Context: an optimization exercise on an open-source flow, tuned for small area, a short achievable clock period and few clock cycles per item. The choices shown serve that exercise and are no tape-out recipe. The RTL was checked by simulation tests, not by an equivalence proof against the original design. The clock port is modelled as an ideal driver; clocking choices that lean on that would not hold on a real chip.

Setup of the baseline:
// aes128_encr_round_ctrl
module aes128_encr_round_ctrl
#(
  parameter int NUM_ROUNDS = 10,
  parameter int RCNT_W     = 4
) (
  input  logic              clk,
  input  logic              rst,
  input  logic              in_valid,
  output logic              in_ready,
  input  logic [127:0]      plaintext,
  input  logic [127:0]      key,
  output logic              out_valid,
  input  logic              out_ready,
  output logic [127:0]      ciphertext
);
  if (NUM_ROUNDS != 10) begin : g_bad_rounds
    $error("aes128_encr_round_ctrl: NUM_ROUNDS must be 10 for AES-128");
  end
  if ((1 << RCNT_W) <= NUM_ROUNDS) begin : g_bad_rcnt_w
    $error("aes128_encr_round_ctrl: RCNT_W too narrow for NUM_ROUNDS");
  end
  localparam logic [7:0] RC_LAST = 8'h36;   
  logic [127:0]      st_reg, k_reg, m_reg, km_reg, out_reg;
  logic [127:0]      rk_m, m_next;
  logic [31:0]       t_reg, t_next;
  logic [7:0]        s_rc, m_rc;
  logic              s_vld, m_vld, m_last, m_cont, ov_q, ir_q;
  logic              nov_q, nir_q;   
  logic              stall, fin, acc;
  logic [7:0]        s_rc_d, m_rc_d;
  logic [127:0]      k_d;
  logic              s_vld_d, m_vld_d, m_last_d, m_cont_d, ov_d, stall_d, ir_d;
  assign t_next = aes_encr_pkg::sub_rot_word(k_reg[31:0]) ^
                  {s_rc, 24'h000000};
  assign m_next = aes_encr_pkg::shift_rows(aes_encr_pkg::sub_bytes(st_reg));
  aes128_key_expand_step u_key_expand (
    .rk      (km_reg),
    .temp    (t_reg),
    .rk_next (rk_m)
  );
  assign stall = m_vld & m_last & ~nov_q;
  assign fin   = m_vld & m_last & nov_q;
  assign acc   = in_valid & ~nir_q;
  assign k_d = m_cont ? rk_m : key;
  always_comb begin
    if (stall) begin
  ...
Size in the first run: ~390 I/O pins, roughly 49,000 µm² of cells after synthesis.
clock: 20.0 ns
lec_check: 0
cap_margin: 20
core_margin: 2
core_utilization: 30
slew_margin: 20
standard.sh (not shown) runs the stock make flow with config.mk's settings and CLKGATE_MAP_FILE= SYNTH_SCRIPT=/design/flow/synth_recipe.tcl, a recipe that flattens the netlist after the stock synthesis.
==> flow/flow/run.sh <==
#!/bin/bash
# Standard ORFS layout, except:
#  - synthesis maps the logic with an area-oriented ABC script (flow/abc.script)
#    instead of ORFS's abc_speed.script; registers are mapped before ABC runs, so
#    they are the standard synthesis's;
#  - ports are buffered with buf_2 instead of the resizer's default choice
#    (clkdlybuf4s50_1, a delay cell);
#  - timing repair aims at the extra setup margin in flow/setup_margin.txt.
set -euo pipefail
W=$PWD
export FLOW_ABC_SCRIPT=$W/flow/abc.script
sed 's|log_cmd abc {\*}$abc_args|log_cmd abc -script $::env(FLOW_ABC_SCRIPT) {*}[lrange $abc_args 2 end]|' \
  "$FLOW_HOME/scripts/synth.tcl" > "$W/synth_core.tcl"
grep -q FLOW_ABC_SCRIPT "$W/synth_core.tcl"
sed "s|source \$::env(SCRIPTS_DIR)/synth.tcl|source $W/synth_core.tcl|" synth_recipe.tcl > "$W/synth_abc.tcl"
grep -q synth_core.tcl "$W/synth_abc.tcl"
bash standard.sh synth SYNTH_SCRIPT="$W/synth_abc.tcl" > "$W/synth.log" 2>&1
EXTRA=(BUFFER_PORTS_ARGS="-buffer_cell sky130_fd_sc_hd__buf_2" CTS_CLUSTER_SIZE=20 CTS_CLUSTER_DIAMETER=100 CORE_UTILIZATION=50 PLACE_DENSITY=0.7)
if [[ -s flow/setup_margin.txt ]]; then
  EXTRA+=(SETUP_SLACK_MARGIN="$(cat flow/setup_margin.txt)")
fi
bash standard.sh finish "${EXTRA[@]}" > "$W/layout.log" 2>&1
==> flow/flow/abc.script <==
&get -n; &st; &synch2; &nf -R 1000; &put
Testbench counts of the baseline, summed over its fixed seeds: cycles 3,880, items 384.
Edits applied to the flow inputs when going from the baseline to the candidate:
--- a/flow/flow/run.sh
+++ b/flow/flow/run.sh
@@ -18 +18 @@
-EXTRA=(BUFFER_PORTS_ARGS="-buffer_cell sky130_fd_sc_hd__buf_2" CTS_CLUSTER_SIZE=20 CTS_CLUSTER_DIAMETER=100 CORE_UTILIZATION=50 PLACE_DENSITY=0.7)
+EXTRA=(BUFFER_PORTS_ARGS="-buffer_cell sky130_fd_sc_hd__buf_2")
==> flow/flow/setup_margin.txt (new file) <==
14.7
==> comparison <==
- Setup slack in the candidate is 120 ps below the baseline.
- Per the comparison of the candidate with the baseline, number of resized instances in the post-cts repair step rose by 2, count of clock-buffer cells in the layout rose by about 80%.
- The candidate falls short of the baseline in final critical delay including setup and external delays.
- Final area was higher in the candidate than in the baseline.
- Delta (the candidate minus the baseline): detailed route wirelength on metal3 now sits higher, final cell count without fillers now sits higher.
- The candidate vs the baseline on detailed placer's ending HPWL: the candidate is the higher one.

========
Another version of the RTL of aes128_encr_round_ctrl (not shown whole).
For scale: about 700 flip-flops, roughly 49,000 sq um of cells after synthesis.
==> flow/design.v (excerpt) <==
module aes128_encr_round_ctrl
#(
  parameter int NUM_ROUNDS = 10,
  parameter int RCNT_W     = 4
) (
  input  logic              clk,
  input  logic              rst,
  input  logic              in_valid,
  output logic              in_ready,
  input  logic [127:0]      plaintext,
  input  logic [127:0]      key,
  output logic              out_valid,
  input  logic              out_ready,
  output logic [127:0]      ciphertext
);
export LEC_CHECK = 0
export CAP_MARGIN = 20
export CORE_MARGIN = 2
export CORE_UTILIZATION = 30
export SLEW_MARGIN = 20
create_clock -name core_clock -period 20.0 [get_ports {clk}]
==> flow/flow/run.sh <==
#!/bin/bash
# Standard ORFS layout, except:
#  - synthesis maps the logic with an area-oriented ABC script (flow/abc.script)
#    instead of ORFS's abc_speed.script; registers are mapped before ABC runs, so
#    they are the standard synthesis's;
#  - ports are buffered with buf_1 instead of the resizer's default choice
#    (clkdlybuf4s50_1, a delay cell);
#  - timing repair aims at the extra setup margin in flow/setup_margin.txt.
set -euo pipefail
W=$PWD
export FLOW_ABC_SCRIPT=$W/flow/abc.script
sed 's|log_cmd abc {\*}$abc_args|log_cmd abc -script $::env(FLOW_ABC_SCRIPT) {*}[lrange $abc_args 2 end]|' \
  "$FLOW_HOME/scripts/synth.tcl" > "$W/synth_core.tcl"
grep -q FLOW_ABC_SCRIPT "$W/synth_core.tcl"
sed "s|source \$::env(SCRIPTS_DIR)/synth.tcl|source $W/synth_core.tcl|" synth_recipe.tcl > "$W/synth_abc.tcl"
grep -q synth_core.tcl "$W/synth_abc.tcl"
bash standard.sh synth SYNTH_SCRIPT="$W/synth_abc.tcl" > "$W/synth.log" 2>&1
EXTRA=(BUFFER_PORTS_ARGS="-buffer_cell sky130_fd_sc_hd__buf_1" CTS_CLUSTER_SIZE=25 CTS_CLUSTER_DIAMETER=100 CORE_UTILIZATION=50 PLACE_DENSITY=0.7)
if [[ -s flow/setup_margin.txt ]]; then
  EXTRA+=(SETUP_SLACK_MARGIN="$(cat flow/setup_margin.txt)")
fi
bash standard.sh finish "${EXTRA[@]}" > "$W/layout.log" 2>&1
==> flow/flow/setup_margin.txt <==
14.75
Scripts as last shown in full above: flow/flow/abc.script
Testbench counts at the start, summed over its fixed seeds: cycles 3,880, items 384.
Change:
--- a/flow/flow/run.sh
+++ b/flow/flow/run.sh
@@ -7,3 +7,5 @@
 #    (clkdlybuf4s50_1, a delay cell);
-#  - timing repair aims at the extra setup margin in flow/setup_margin.txt.
+#  - timing repair aims at the extra setup margin in flow/setup_margin.txt;
+#  - after global placement, the flip-flops that drive output ports are moved next
+#    to their port buffers (flow/place_io_flops.tcl).
 set -euo pipefail
@@ -17,3 +19,3 @@
 bash standard.sh synth SYNTH_SCRIPT="$W/synth_abc.tcl" > "$W/synth.log" 2>&1
-EXTRA=(BUFFER_PORTS_ARGS="-buffer_cell sky130_fd_sc_hd__buf_1" CTS_CLUSTER_SIZE=25 CTS_CLUSTER_DIAMETER=100 CORE_UTILIZATION=50 PLACE_DENSITY=0.7)
+EXTRA=(BUFFER_PORTS_ARGS="-buffer_cell sky130_fd_sc_hd__buf_1" CTS_CLUSTER_SIZE=25 CTS_CLUSTER_DIAMETER=100 CORE_UTILIZATION=50 PLACE_DENSITY=0.7 POST_GLOBAL_PLACE_TCL="$W/flow/place_io_flops.tcl")
 if [[ -s flow/setup_margin.txt ]]; then
==> flow/flow/place_io_flops.tcl (new file) <==
# After global placement: move each flip-flop that drives an output port (through
# the port's buffer) onto that buffer, so that the register sits next to its pin.
# Detailed placement then legalizes it.
set block [ord::get_db_block]
set moved 0
foreach bterm [$block getBTerms] {
  if {[$bterm getIoType] ne "OUTPUT"} { continue }
  set net [$bterm getNet]
  if {$net eq "NULL"} { continue }
  set buf ""
  foreach it [$net getITerms] {
    if {[$it isOutputSignal]} { set buf [$it getInst] }
  }
  if {$buf eq ""} { continue }
  set ff ""
  foreach it [$buf getITerms] {
    if {![$it isInputSignal]} { continue }
    set in_net [$it getNet]
    if {$in_net eq "NULL"} { continue }
    foreach it2 [$in_net getITerms] {
      if {[$it2 isOutputSignal]} { set ff [$it2 getInst] }
    }
  }
  if {$ff eq ""} { continue }
  if {![[$ff getMaster] isSequential]} { continue }
  set loc [$buf getLocation]
  $ff setLocation [lindex $loc 0] [lindex $loc 1]
  incr moved
}
puts "place_io_flops: moved $moved output flip-flops next to their port buffers"
What happened:
- The new run finished clean
- critical path depth is unchanged
- via count is about the same
- final area goes up by about 0.44%
Change:
--- a/flow/flow/run.sh
+++ b/flow/flow/run.sh
@@ -9,3 +9,6 @@
 #  - after global placement, the flip-flops that drive output ports are moved next
-#    to their port buffers (flow/place_io_flops.tcl).
+#    to their port buffers (flow/place_io_flops.tcl);
+#  - after CTS, the registers that capture the S-box stage (m_reg, t_reg) get their
+#    clock through one more buffer per leaf net (flow/skew_stage1.tcl): useful skew
+#    between internal registers only.
 set -euo pipefail
@@ -19,3 +22,3 @@
 bash standard.sh synth SYNTH_SCRIPT="$W/synth_abc.tcl" > "$W/synth.log" 2>&1
-EXTRA=(BUFFER_PORTS_ARGS="-buffer_cell sky130_fd_sc_hd__buf_1" CTS_CLUSTER_SIZE=25 CTS_CLUSTER_DIAMETER=100 CORE_UTILIZATION=50 PLACE_DENSITY=0.7 POST_GLOBAL_PLACE_TCL="$W/flow/place_io_flops.tcl")
+EXTRA=(BUFFER_PORTS_ARGS="-buffer_cell sky130_fd_sc_hd__buf_1" CTS_CLUSTER_SIZE=25 CTS_CLUSTER_DIAMETER=100 CORE_UTILIZATION=50 PLACE_DENSITY=0.7 POST_GLOBAL_PLACE_TCL="$W/flow/place_io_flops.tcl" POST_CTS_TCL="$W/flow/skew_stage1.tcl")
 if [[ -s flow/setup_margin.txt ]]; then
==> flow/flow/skew_stage1.tcl (new file) <==
# Useful skew for the stage-1 paths (S -> M): after CTS, the stage-1 result registers
# (m_reg, t_reg) on each leaf clock net are moved behind one extra clock buffer, so
# their clock arrives a buffer delay later than that of the other registers on the net.
# The stage-2 paths they launch have slack to spare. Registers at ports are not touched.
set block [ord::get_db_block]
set small [[ord::get_db] findMaster sky130_fd_sc_hd__clkbuf_4]
set big [[ord::get_db] findMaster sky130_fd_sc_hd__clkbuf_8]
set nbuf 0
array set groups {}
foreach inst [$block getInsts] {
  if {![regexp {^(m_reg|t_reg)\\?\[} [$inst getName]]} { continue }
  set it [$inst findITerm CLK]
  lappend groups([[$it getNet] getName]) $it
}
foreach netname [array names groups] {
  set net [$block findNet $netname]
  set ms $groups($netname)
  if {[llength $ms] == 0} { continue }
  set sx 0; set sy 0
  foreach it $ms { set l [[$it getInst] getLocation]; set sx [expr {$sx + [lindex $l 0]}]; set sy [expr {$sy + [lindex $l 1]}] }
  set n [llength $ms]
  set master [expr {$n > 8 ? $big : $small}]
  set buf [odb::dbInst_create $block $master "mskew_buf_$nbuf"]
  $buf setLocation [expr {int($sx / $n)}] [expr {int($sy / $n)}]
  $buf setPlacementStatus PLACED
  set newnet [odb::dbNet_create $block "mskew_clk_$nbuf"]
  $newnet setSigType CLOCK
  [$buf findITerm A] connect $net
  [$buf findITerm X] connect $newnet
  foreach it $ms { $it disconnect; $it connect $newnet }
  incr nbuf
}
puts "mskew: inserted $nbuf clock buffers for stage-1 result registers"
detailed_placement
removed: flow/flow/setup_margin.txt
The new run passed the timing, design-rule and antenna checks.
Cell area decreases by about 2%.
Routed wire length barely changes.
Global-route usage increases by 0.10 points.
Utilization decreases by 1.1 points.
Setup slack is worse by 0.12 ns.
Register-to-register slack is worse by 0.21 ns.
Clock skew increases by 0.17 ns.
Synthesized cell count does not change.
Change:
--- a/flow/flow/run.sh
+++ b/flow/flow/run.sh
@@ -5,5 +5,5 @@
 #    they are the standard synthesis's;
-#  - ports are buffered with buf_1 instead of the resizer's default choice
+#  - ports are buffered with buf_1 (outputs: buf_2) instead of the resizer's default choice
 #    (clkdlybuf4s50_1, a delay cell);
-#  - timing repair aims at the extra setup margin in flow/setup_margin.txt;
+#  - timing repair aims at the extra setup margin in flow/setup_margin.txt, if any;
 #  - after global placement, the flip-flops that drive output ports are moved next
@@ -11,3 +11,3 @@
 #  - after CTS, the registers that capture the S-box stage (m_reg, t_reg) get their
-#    clock through one more buffer per leaf net (flow/skew_stage1.tcl): useful skew
+#    clock through a delay cell and a buffer per leaf net (flow/skew_stage1.tcl): useful skew
 #    between internal registers only.
--- a/flow/flow/place_io_flops.tcl
+++ b/flow/flow/place_io_flops.tcl
@@ -1,3 +1,3 @@
-# After global placement: move each flip-flop that drives an output port (through
-# the port's buffer) onto that buffer, so that the register sits next to its pin.
+# After global placement: make each output port's buffer a buf_2 and move the
+# flip-flop that drives it onto it, so that the register sits next to its pin.
 # Detailed placement then legalizes it.
@@ -25,2 +25,3 @@
   if {![[$ff getMaster] isSequential]} { continue }
+  replace_cell [$buf getName] sky130_fd_sc_hd__buf_2
   set loc [$buf getLocation]
--- a/flow/flow/skew_stage1.tcl
+++ b/flow/flow/skew_stage1.tcl
@@ -1,4 +1,5 @@
 # Useful skew for the stage-1 paths (S -> M): after CTS, the stage-1 result registers
-# (m_reg, t_reg) on each leaf clock net are moved behind one extra clock buffer, so
-# their clock arrives a buffer delay later than that of the other registers on the net.
+# (m_reg, t_reg) on each leaf clock net are moved behind a clock delay cell and a clock
+# buffer, so their clock arrives about 0.35 ns later than that of the other registers
+# on the net.
 # The stage-2 paths they launch have slack to spare. Registers at ports are not touched.
@@ -7,2 +8,3 @@
 set big [[ord::get_db] findMaster sky130_fd_sc_hd__clkbuf_8]
+set dly [[ord::get_db] findMaster sky130_fd_sc_hd__clkdlybuf4s15_1]
 set nbuf 0
@@ -27,3 +29,10 @@
   $newnet setSigType CLOCK
-  [$buf findITerm A] connect $net
+  set d [odb::dbInst_create $block $dly "mskew_dly_$nbuf"]
+  $d setLocation [expr {int($sx / $n)}] [expr {int($sy / $n)}]
+  $d setPlacementStatus PLACED
+  set midnet [odb::dbNet_create $block "mskew_mid_$nbuf"]
+  $midnet setSigType CLOCK
+  [$d findITerm A] connect $net
+  [$d findITerm X] connect $midnet
+  [$buf findITerm A] connect $midnet
   [$buf findITerm X] connect $newnet
Effect: Design area rose by 0.80%; utilization rose by 0.44 points; synthesized cell count does not change.

========
aes128_encr_round_ctrl again, from the RTL that the note above started with.
Settings: LEC_CHECK=0, CAP_MARGIN=20, CORE_MARGIN=2, CORE_UTILIZATION=30, SLEW_MARGIN=20; clock period 20.0 ns.
==> flow/flow/run.sh <==
#!/bin/bash
# Standard ORFS layout, except:
#  - synthesis maps the logic with an area-oriented ABC script (flow/abc.script)
#    instead of ORFS's abc_speed.script; registers are mapped before ABC runs, so
#    they are the standard synthesis's;
#  - ports are buffered with buf_1 (outputs: buf_2) instead of the resizer's default choice
#    (clkdlybuf4s50_1, a delay cell);
#  - timing repair aims at the extra setup margin in flow/setup_margin.txt, if any;
#  - after global placement, the flip-flops that drive output ports are moved next
#    to their port buffers (flow/place_io_flops.tcl);
#  - after CTS, the clk port drives four root clock buffers, each driving a quarter
#    of the leaf clock buffers directly, in place of CTS's upper tree
#    (flow/clock_top.tcl);
#  - after CTS, the registers that capture the S-box stage (m_reg, t_reg) get their
#    clock through a delay cell and a buffer per leaf net (flow/skew_stage1.tcl): useful skew
#    between internal registers only.
set -euo pipefail
W=$PWD
export FLOW_ABC_SCRIPT=$W/flow/abc.script
sed 's|log_cmd abc {\*}$abc_args|log_cmd abc -script $::env(FLOW_ABC_SCRIPT) {*}[lrange $abc_args 2 end]|' \
  "$FLOW_HOME/scripts/synth.tcl" > "$W/synth_core.tcl"
grep -q FLOW_ABC_SCRIPT "$W/synth_core.tcl"
sed "s|source \$::env(SCRIPTS_DIR)/synth.tcl|source $W/synth_core.tcl|" synth_recipe.tcl > "$W/synth_abc.tcl"
grep -q synth_core.tcl "$W/synth_abc.tcl"
bash standard.sh synth SYNTH_SCRIPT="$W/synth_abc.tcl" > "$W/synth.log" 2>&1
EXTRA=(BUFFER_PORTS_ARGS="-buffer_cell sky130_fd_sc_hd__buf_1" CTS_CLUSTER_SIZE=25 CTS_CLUSTER_DIAMETER=100 CORE_UTILIZATION=50 PLACE_DENSITY=0.7 POST_GLOBAL_PLACE_TCL="$W/flow/place_io_flops.tcl" POST_CTS_TCL="$W/flow/post_cts.tcl")
if [[ -s flow/setup_margin.txt ]]; then
  EXTRA+=(SETUP_SLACK_MARGIN="$(cat flow/setup_margin.txt)")
fi
bash standard.sh finish "${EXTRA[@]}" > "$W/layout.log" 2>&1
==> flow/flow/place_io_flops.tcl <==
# After global placement: make each output port's buffer a buf_2 and move the
# flip-flop that drives it onto it, so that the register sits next to its pin.
# Detailed placement then legalizes it.
set block [ord::get_db_block]
set moved 0
foreach bterm [$block getBTerms] {
  if {[$bterm getIoType] ne "OUTPUT"} { continue }
  set net [$bterm getNet]
  if {$net eq "NULL"} { continue }
  set buf ""
  foreach it [$net getITerms] {
    if {[$it isOutputSignal]} { set buf [$it getInst] }
  }
  if {$buf eq ""} { continue }
  set ff ""
  foreach it [$buf getITerms] {
    if {![$it isInputSignal]} { continue }
    set in_net [$it getNet]
    if {$in_net eq "NULL"} { continue }
    foreach it2 [$in_net getITerms] {
      if {[$it2 isOutputSignal]} { set ff [$it2 getInst] }
    }
  }
  if {$ff eq ""} { continue }
  if {![[$ff getMaster] isSequential]} { continue }
  replace_cell [$buf getName] sky130_fd_sc_hd__buf_2
  set loc [$buf getLocation]
  $ff setLocation [lindex $loc 0] [lindex $loc 1]
  incr moved
}
puts "place_io_flops: moved $moved output flip-flops next to their port buffers"
==> flow/flow/skew_stage1.tcl <==
# Useful skew for the stage-1 paths (S -> M): after CTS, the stage-1 result registers
# (m_reg, t_reg) on each leaf clock net are moved behind a clock delay cell and a clock
# buffer, so their clock arrives about 0.35 ns later than that of the other registers
# on the net.
# The stage-2 paths they launch have slack to spare. Registers at ports are not touched.
set block [ord::get_db_block]
set small [[ord::get_db] findMaster sky130_fd_sc_hd__clkbuf_4]
set big [[ord::get_db] findMaster sky130_fd_sc_hd__clkbuf_8]
set dly [[ord::get_db] findMaster sky130_fd_sc_hd__clkdlybuf4s15_1]
set nbuf 0
array unset sgroups
array set sgroups {}
foreach inst [$block getInsts] {
  if {![regexp {^(m_reg|t_reg)\\?\[} [$inst getName]]} { continue }
  set it [$inst findITerm CLK]
  lappend sgroups([[$it getNet] getName]) $it
}
foreach netname [array names sgroups] {
  set net [$block findNet $netname]
  set ms $sgroups($netname)
  if {[llength $ms] == 0} { continue }
  set sx 0; set sy 0
  foreach it $ms { set l [[$it getInst] getLocation]; set sx [expr {$sx + [lindex $l 0]}]; set sy [expr {$sy + [lindex $l 1]}] }
  set n [llength $ms]
  set master [expr {$n > 8 ? $big : $small}]
  set buf [odb::dbInst_create $block $master "mskew_buf_$nbuf"]
  $buf setLocation [expr {int($sx / $n)}] [expr {int($sy / $n)}]
  $buf setPlacementStatus PLACED
  set newnet [odb::dbNet_create $block "mskew_clk_$nbuf"]
  $newnet setSigType CLOCK
  set d [odb::dbInst_create $block $dly "mskew_dly_$nbuf"]
  $d setLocation [expr {int($sx / $n)}] [expr {int($sy / $n)}]
  $d setPlacementStatus PLACED
  set midnet [odb::dbNet_create $block "mskew_mid_$nbuf"]
  $midnet setSigType CLOCK
  [$d findITerm A] connect $net
  [$d findITerm X] connect $midnet
  [$buf findITerm A] connect $midnet
  [$buf findITerm X] connect $newnet
  foreach it $ms { $it disconnect; $it connect $newnet }
  incr nbuf
}
puts "mskew: inserted $nbuf clock buffers for stage-1 result registers"
detailed_placement
Scripts as last shown in full above: flow/flow/abc.script
Other scripts of this flow, unchanged in this note and not shown: flow/flow/clock_top.tcl, flow/flow/post_cts.tcl
Testbench counts at the start, summed over its fixed seeds: cycles 3,880, items 384.
==> next run, changes <==
--- a/flow/flow/run.sh
+++ b/flow/flow/run.sh
@@ -24,5 +24,5 @@
 grep -q synth_core.tcl "$W/synth_abc.tcl"
 bash standard.sh synth SYNTH_SCRIPT="$W/synth_abc.tcl" > "$W/synth.log" 2>&1
-EXTRA=(BUFFER_PORTS_ARGS="-buffer_cell sky130_fd_sc_hd__buf_1" CTS_CLUSTER_SIZE=25 CTS_CLUSTER_DIAMETER=100 CORE_UTILIZATION=50 PLACE_DENSITY=0.7 POST_GLOBAL_PLACE_TCL="$W/flow/place_io_flops.tcl" POST_CTS_TCL="$W/flow/post_cts.tcl")
+EXTRA=(BUFFER_PORTS_ARGS="-buffer_cell sky130_fd_sc_hd__buf_1" CTS_CLUSTER_SIZE=25 CTS_CLUSTER_DIAMETER=100 CORE_UTILIZATION=65 PLACE_DENSITY=0.8 POST_GLOBAL_PLACE_TCL="$W/flow/place_io_flops.tcl" POST_CTS_TCL="$W/flow/post_cts.tcl")
 if [[ -s flow/setup_margin.txt ]]; then
   EXTRA+=(SETUP_SLACK_MARGIN="$(cat flow/setup_margin.txt)")
--- a/flow/flow/place_io_flops.tcl
+++ b/flow/flow/place_io_flops.tcl
@@ -1,6 +1,7 @@
-# After global placement: make each output port's buffer a buf_2 and move the
-# flip-flop that drives it onto it, so that the register sits next to its pin.
-# Detailed placement then legalizes it.
+# After global placement: make each output port's buffer a buf_2, move it to its pin
+# and move the flip-flop that drives it onto it, so that both sit next to the pin.
+# Detailed placement then legalizes them.
 set block [ord::get_db_block]
+set core [$block getCoreArea]
 set moved 0
 foreach bterm [$block getBTerms] {
@@ -25,6 +26,9 @@
   if {![[$ff getMaster] isSequential]} { continue }
   replace_cell [$buf getName] sky130_fd_sc_hd__buf_2
-  set loc [$buf getLocation]
-  $ff setLocation [lindex $loc 0] [lindex $loc 1]
+  set pb [$bterm getBBox]
+  set x [expr {min(max(([$pb xMin] + [$pb xMax]) / 2, [$core xMin]), [$core xMax] - 5000)}]
+  set y [expr {min(max(([$pb yMin] + [$pb yMax]) / 2, [$core yMin]), [$core yMax] - 5000)}]
+  $buf setLocation $x $y
+  $ff setLocation $x $y
   incr moved
 }
--- a/flow/flow/skew_stage1.tcl
+++ b/flow/flow/skew_stage1.tcl
@@ -1,5 +1,5 @@
 # Useful skew for the stage-1 paths (S -> M): after CTS, the stage-1 result registers
 # (m_reg, t_reg) on each leaf clock net are moved behind a clock delay cell and a clock
-# buffer, so their clock arrives about 0.35 ns later than that of the other registers
+# buffer, so their clock arrives about 0.4 ns later than that of the other registers
 # on the net.
 # The stage-2 paths they launch have slack to spare. Registers at ports are not touched.
@@ -7,5 +7,5 @@
 set small [[ord::get_db] findMaster sky130_fd_sc_hd__clkbuf_4]
 set big [[ord::get_db] findMaster sky130_fd_sc_hd__clkbuf_8]
-set dly [[ord::get_db] findMaster sky130_fd_sc_hd__clkdlybuf4s15_1]
+set dly [[ord::get_db] findMaster sky130_fd_sc_hd__clkdlybuf4s25_1]
 set nbuf 0
 array unset sgroups
=>
- The changed run completed without violations
- cell count drops by 5.1%
- global-route usage climbs by 6.6 points
- synthesized cell count stays the same
- hold slack is worse by 0.0075 ns
- core utilization climbs by 16 points
==> next run, changes <==
--- a/flow/flow/run.sh
+++ b/flow/flow/run.sh
@@ -24,5 +24,5 @@
 grep -q synth_core.tcl "$W/synth_abc.tcl"
 bash standard.sh synth SYNTH_SCRIPT="$W/synth_abc.tcl" > "$W/synth.log" 2>&1
-EXTRA=(BUFFER_PORTS_ARGS="-buffer_cell sky130_fd_sc_hd__buf_1" CTS_CLUSTER_SIZE=25 CTS_CLUSTER_DIAMETER=100 CORE_UTILIZATION=65 PLACE_DENSITY=0.8 POST_GLOBAL_PLACE_TCL="$W/flow/place_io_flops.tcl" POST_CTS_TCL="$W/flow/post_cts.tcl")
+EXTRA=(BUFFER_PORTS_ARGS="-buffer_cell sky130_fd_sc_hd__buf_1" CTS_CLUSTER_SIZE=25 CTS_CLUSTER_DIAMETER=100 CORE_UTILIZATION=50 PLACE_DENSITY=0.7 POST_GLOBAL_PLACE_TCL="$W/flow/place_io_flops.tcl" POST_CTS_TCL="$W/flow/post_cts.tcl")
 if [[ -s flow/setup_margin.txt ]]; then
   EXTRA+=(SETUP_SLACK_MARGIN="$(cat flow/setup_margin.txt)")
What happened: Hold slack gains 0.014 ns. Wire length grows by 4.8%. Global-route usage came out lower by 6.6 points. Final cell count goes up by 5.3%. First-iteration DRC count falls by 7.2%. Utilization went down by 16 points.
==> next run, changes <==
--- a/flow/flow/run.sh
+++ b/flow/flow/run.sh
@@ -24,5 +24,5 @@
 grep -q synth_core.tcl "$W/synth_abc.tcl"
 bash standard.sh synth SYNTH_SCRIPT="$W/synth_abc.tcl" > "$W/synth.log" 2>&1
-EXTRA=(BUFFER_PORTS_ARGS="-buffer_cell sky130_fd_sc_hd__buf_1" CTS_CLUSTER_SIZE=25 CTS_CLUSTER_DIAMETER=100 CORE_UTILIZATION=50 PLACE_DENSITY=0.7 POST_GLOBAL_PLACE_TCL="$W/flow/place_io_flops.tcl" POST_CTS_TCL="$W/flow/post_cts.tcl")
+EXTRA=(BUFFER_PORTS_ARGS="-buffer_cell sky130_fd_sc_hd__buf_1" CTS_CLUSTER_SIZE=25 CTS_CLUSTER_DIAMETER=100 CORE_UTILIZATION=75 PLACE_DENSITY=0.88 POST_GLOBAL_PLACE_TCL="$W/flow/place_io_flops.tcl" POST_CTS_TCL="$W/flow/post_cts.tcl")
 if [[ -s flow/setup_margin.txt ]]; then
   EXTRA+=(SETUP_SLACK_MARGIN="$(cat flow/setup_margin.txt)")
What happened: Sequential cell count does not change; routed wire length fell by 0.34%; design area fell by 1.2%; critical path depth rose by 16; area after synthesis is unchanged.

[separate check: timing with driven ports]
Ports are ideal in the flow. The routed layouts listed here were re-timed in OpenROAD.
Step 1, drivers: a clkbuf_16 drives clk and a buf_2 each remaining input, both assumed.
Step 2, shift: input delay + t, output delay - t, t = (earliest + latest rising clock arrival at the registers) / 2. This alone moves slack from input paths to output paths.
a / b / c = no drivers / after step 1 / after step 2; a / b = the first two.
run | t, ns | setup slack, ns | worst setup path at the end | latest minus earliest clock arrival (ns) | worst slew at a driven data input, ns
the baseline | 0.679 | 14.730 / 14.664 / 14.722 | input to register | 0.029 / 0.028 | 0.09
the candidate | 0.770 | 14.607 / 14.539 / 14.757 | input to register | 0.033 / 0.034 | 0.12
the first run of note 2 | 0.671 | 14.684 / 14.616 / 14.767 | input to register | 0.030 / 0.030 | 0.13
the second run of note 2 | 0.678 | 14.802 / 14.729 / 14.754 | input to register | 0.033 / 0.033 | 0.14
the third run of note 2 | 0.753 | 14.681 / 14.612 / 14.725 | input to register | 0.219 / 0.220 | 0.13
the fourth run of note 2 | 0.839 | 14.804 / 14.736 / 14.640 | input to register | 0.402 / 0.402 | 0.13
the first run of note 3 | 0.721 | 15.001 / 14.853 / 14.637 | input to register | 0.407 / 0.407 | 0.14
the second run of note 3 | 0.740 | 15.034 / 14.887 / 14.573 | input to register | 0.492 / 0.491 | 0.10
the third run of note 3 | 0.760 | 15.008 / 14.855 / 14.611 | input to register | 0.490 / 0.491 | 0.14
the fourth run of note 3 | 0.759 | 14.994 / 14.866 / 14.420 | input to register | 0.524 / 0.523 | 0.11
Clock arrivals are far apart in 5 of these runs, so t is only a midpoint there and step 2 fits no single register. For the fourth run of note 3, which loses most, drivers alone change the setup slack by -0.128 ns; drivers and shift together by -0.574 ns.
